This is an optimization exercise on Yosys and OpenROAD, whose aim is small area and a short achievable clock period, not a production implementation.
Only simulation tests tie the RTL to the original design; equivalence was not proved.
Power is estimated from default activity; no workload was simulated.

==> flow/design.v (excerpt) <==
module thumb_core (
    input  logic   rst,
    input  logic   reset,
    input  thumb_isa_pkg::cmd_t   cmd_i,
    input  logic   cmd_valid_i,
    output core_types_pkg::wb_t    wb_o,
    output core_types_pkg::flags_t flags_o
);
Size: roughly 4,300 cells after synthesis, ~61 I/O pins, roughly 39,000 µm² of cells after synthesis.
Settings: LEC_CHECK=0, CAP_MARGIN=20, CORE_MARGIN=2, CORE_UTILIZATION=50, SLEW_MARGIN=20; clock period 13.5 ns.
standard.sh (not shown) runs the stock make flow with config.mk's settings and CLKGATE_MAP_FILE= SYNTH_SCRIPT=/design/flow/synth_recipe.tcl, a recipe that flattens the netlist after the stock synthesis.
==> flow/flow/run.sh <==
#!/bin/bash
set -euo pipefail
MARGIN=6
bash standard.sh "SETUP_SLACK_MARGIN=$MARGIN" \
    "BUFFER_PORTS_ARGS=-buffer_cell sky130_fd_sc_hd__buf_4" finish > make_finish.log 2>&1
The starting point completed without violations.
Then changed:
--- a/flow/flow/run.sh
+++ b/flow/flow/run.sh
@@ -2,3 +2,3 @@
 set -euo pipefail
-MARGIN=6
+MARGIN=7
 bash standard.sh "SETUP_SLACK_MARGIN=$MARGIN" \
The new run went through all stages and came out clean.
Combinational power goes up by about 20%.
Via count goes up by about 3.6%.
Clock power goes up by about 10%.
Sequential cell count is unchanged.

---

## indigo
Starting RTL as in the previous note.
export LEC_CHECK = 0
export CAP_MARGIN = 20
export CORE_MARGIN = 2
export CORE_UTILIZATION = 45
export SETUP_SLACK_MARGIN = 5
export SLEW_MARGIN = 20
create_clock -name core_clock -period 13.5 [get_ports {rst}]
run.sh (not shown) runs the stock make flow with config.mk's settings and CLKGATE_MAP_FILE= SYNTH_SCRIPT=/design/flow/synth_recipe.tcl, a recipe that flattens the netlist after the stock synthesis.
Stock flow here: none of the scripts above is used.
[inputs] zinc vs indigo
- CORE_UTILIZATION changed from 45 to 50
[summary]
indigo vs zinc, slowest cell on the critical path: sky130_fd_sc_hd__clkdlybuf4s50_1 vs sky130_fd_sc_hd__fa_1
Summary of zinc over indigo: power of the sequential group roughly the same; number of buffers other than clock buffers in the final layout -about 6%; global-route wire length before repair rose by about 0.44%; post-cts sizing count moved up; synthesized cell count shows no meaningful change.
[compare] base=indigo new=zinc: average vias per placed instance went up 2.5%; total power went up about 0.8%; global routing met1 resource utilization went up 5.0 points.
Going from indigo to zinc, count of nets after finishing -about 0.4%, residual DRC count essentially unchanged, layout-stage area growth over the synthesis result now smaller.

---

== harbor ==
thumb_core, a different RTL version from the one above (not shown whole).
Size: ~4400 cells after synthesis, about 420 flip-flops, ~61 I/O pins, roughly 40000 sq um of cells after synthesis.
export LEC_CHECK = 0
export CAP_MARGIN = 20
export CORE_MARGIN = 2
export CORE_UTILIZATION = 50
export SLEW_MARGIN = 20
create_clock -name core_clock -period 13.5 [get_ports {rst}]
standard.sh (not shown) runs the stock make flow with config.mk's settings and CLKGATE_MAP_FILE= SYNTH_SCRIPT=/design/flow/synth_recipe.tcl, a recipe that flattens the netlist after the stock synthesis.
==> flow/flow/run.sh <==
#!/bin/bash
set -euo pipefail
MARGIN=6.5
bash standard.sh "SETUP_SLACK_MARGIN=$MARGIN" \
    "BUFFER_PORTS_ARGS=-buffer_cell sky130_fd_sc_hd__buf_4" finish > make_finish.log 2>&1
Here is what was changed in the inputs of garnet compared with harbor.
Settings: putting SETUP_SLACK_MARGIN at 5 where nothing was set; swapping 50 for 65 in CORE_UTILIZATION.
==> flow/run.sh (new file) <==
#!/bin/bash
# synth_recipe.tcl (not shown) runs the flow's synth.tcl, then flattens the netlist and writes it again
# the make line also repeats each setting of config.mk as NAME=value (left out here)
make -C /OpenROAD-flow-scripts/flow DESIGN_CONFIG=/design/flow/config.mk WORK_HOME=/design/flow/orfs CLKGATE_MAP_FILE= SYNTH_SCRIPT=/design/flow/synth_recipe.tcl finish
removed: flow/flow/run.sh
removed: flow/standard.sh
Findings:
- garnet: global-route usage 9.5 points above harbor
- Going from harbor to garnet, the buffering stage count on the worst path with inverters included was found to have gone down by 1.
- For sequential power, garnet and harbor come out practically identical.
- Register clock-pin slew on the reported worst setup and hold paths delta (harbor -> garnet): insignificant
- harbor vs garnet, most common library cell in the layout ignoring fill and taps: buf_4 vs inv_1
- Compared with harbor, garnet ends up with a smaller final cell area.
- Cell-internal power ends up lower on garnet.
- Compared to harbor, the router laid down less metal wire for garnet.
- There was hardly any difference in later-pin clock latency in the skew report between harbor and garnet.
- Between harbor and garnet, the difference in post-route antenna net violation count is negligible.
- Max non-clock buffer count across harbor and garnet: harbor
Relative to garnet, the following input files were edited for ember:
Settings: swapping 5 for 4 in SETUP_SLACK_MARGIN; swapping 65 for 50 in CORE_UTILIZATION.
[summary]
- Diff garnet -> ember: die width went up about 14%, switching power summed over all nets decreased 0.025 mW.
- Comparing ember and garnet, the higher required time of the critical path was measured on garnet.
- cmd_i[7] as the worst setup path startpoint was reported by garnet, and nm_q[15] by ember.
- Summary: overall power of the completed layout, ember worse than garnet
- Largest voltage drop on the vdd net | ember below garnet
- The timing-limited maximum frequency of ember falls short of that of garnet by 9.6%.
- When the final numbers for ember and garnet were put side by side, the initial cell density of the core turned out to be greater in garnet.
- In ember the net switching fraction of the power turned out 0.79 points lower than in garnet.
- Going from garnet to ember, worst setup slack now smaller, register-to-register slack now smaller, inserted tap cell count now larger.

separate check: timing with driven ports:
Ports are ideal in the flow. The routed layouts listed here were re-timed in OpenROAD. Step 1 (the two cells are an assumption about what drives the block):
set clk [get_ports {rst}]
set_driving_cell -lib_cell sky130_fd_sc_hd__clkbuf_16 $clk
set_driving_cell -lib_cell sky130_fd_sc_hd__buf_2 [delete_from_list [all_inputs] $clk]
Step 2 moves the port delays by t, midway between the first and last clock arrival at a register: inputs arrive t later, outputs are due t later. That takes back most of the time a late clock gives input paths. a / b / c = ideal ports / drivers / drivers and shift; a / b = the first two.
run	t, ns	slack for setup (ns)	worst setup path at the end	clock arrival spread, ns	slew at the worst register clock pin (ns)
the first run of note 1	0.698	5.762 / 5.744 / 5.046	input to register	0.039 / 0.038	0.07 / 0.07
the second run of note 1	0.701	5.796 / 5.721 / 5.125	input to register	0.023 / 0.024	0.07 / 0.07
indigo	0.718	5.027 / 4.947 / 4.434	input to register	0.026 / 0.027	0.07 / 0.07
zinc	0.703	5.067 / 4.990 / 4.460	input to register	0.041 / 0.041	0.07 / 0.07
harbor	0.710	5.990 / 5.916 / 5.586	input to register	0.034 / 0.034	0.07 / 0.07
garnet	0.698	4.897 / 4.911 / 4.245	input to register	0.060 / 0.061	0.08 / 0.08
ember	0.693	3.985 / 3.914 / 3.466	input to register	0.058 / 0.058	0.07 / 0.07
After both steps every run listed still meets setup and hold. For the first run of note 1, which loses most, drivers alone change the setup slack by -0.018 ns; drivers and shift together by -0.716 ns.
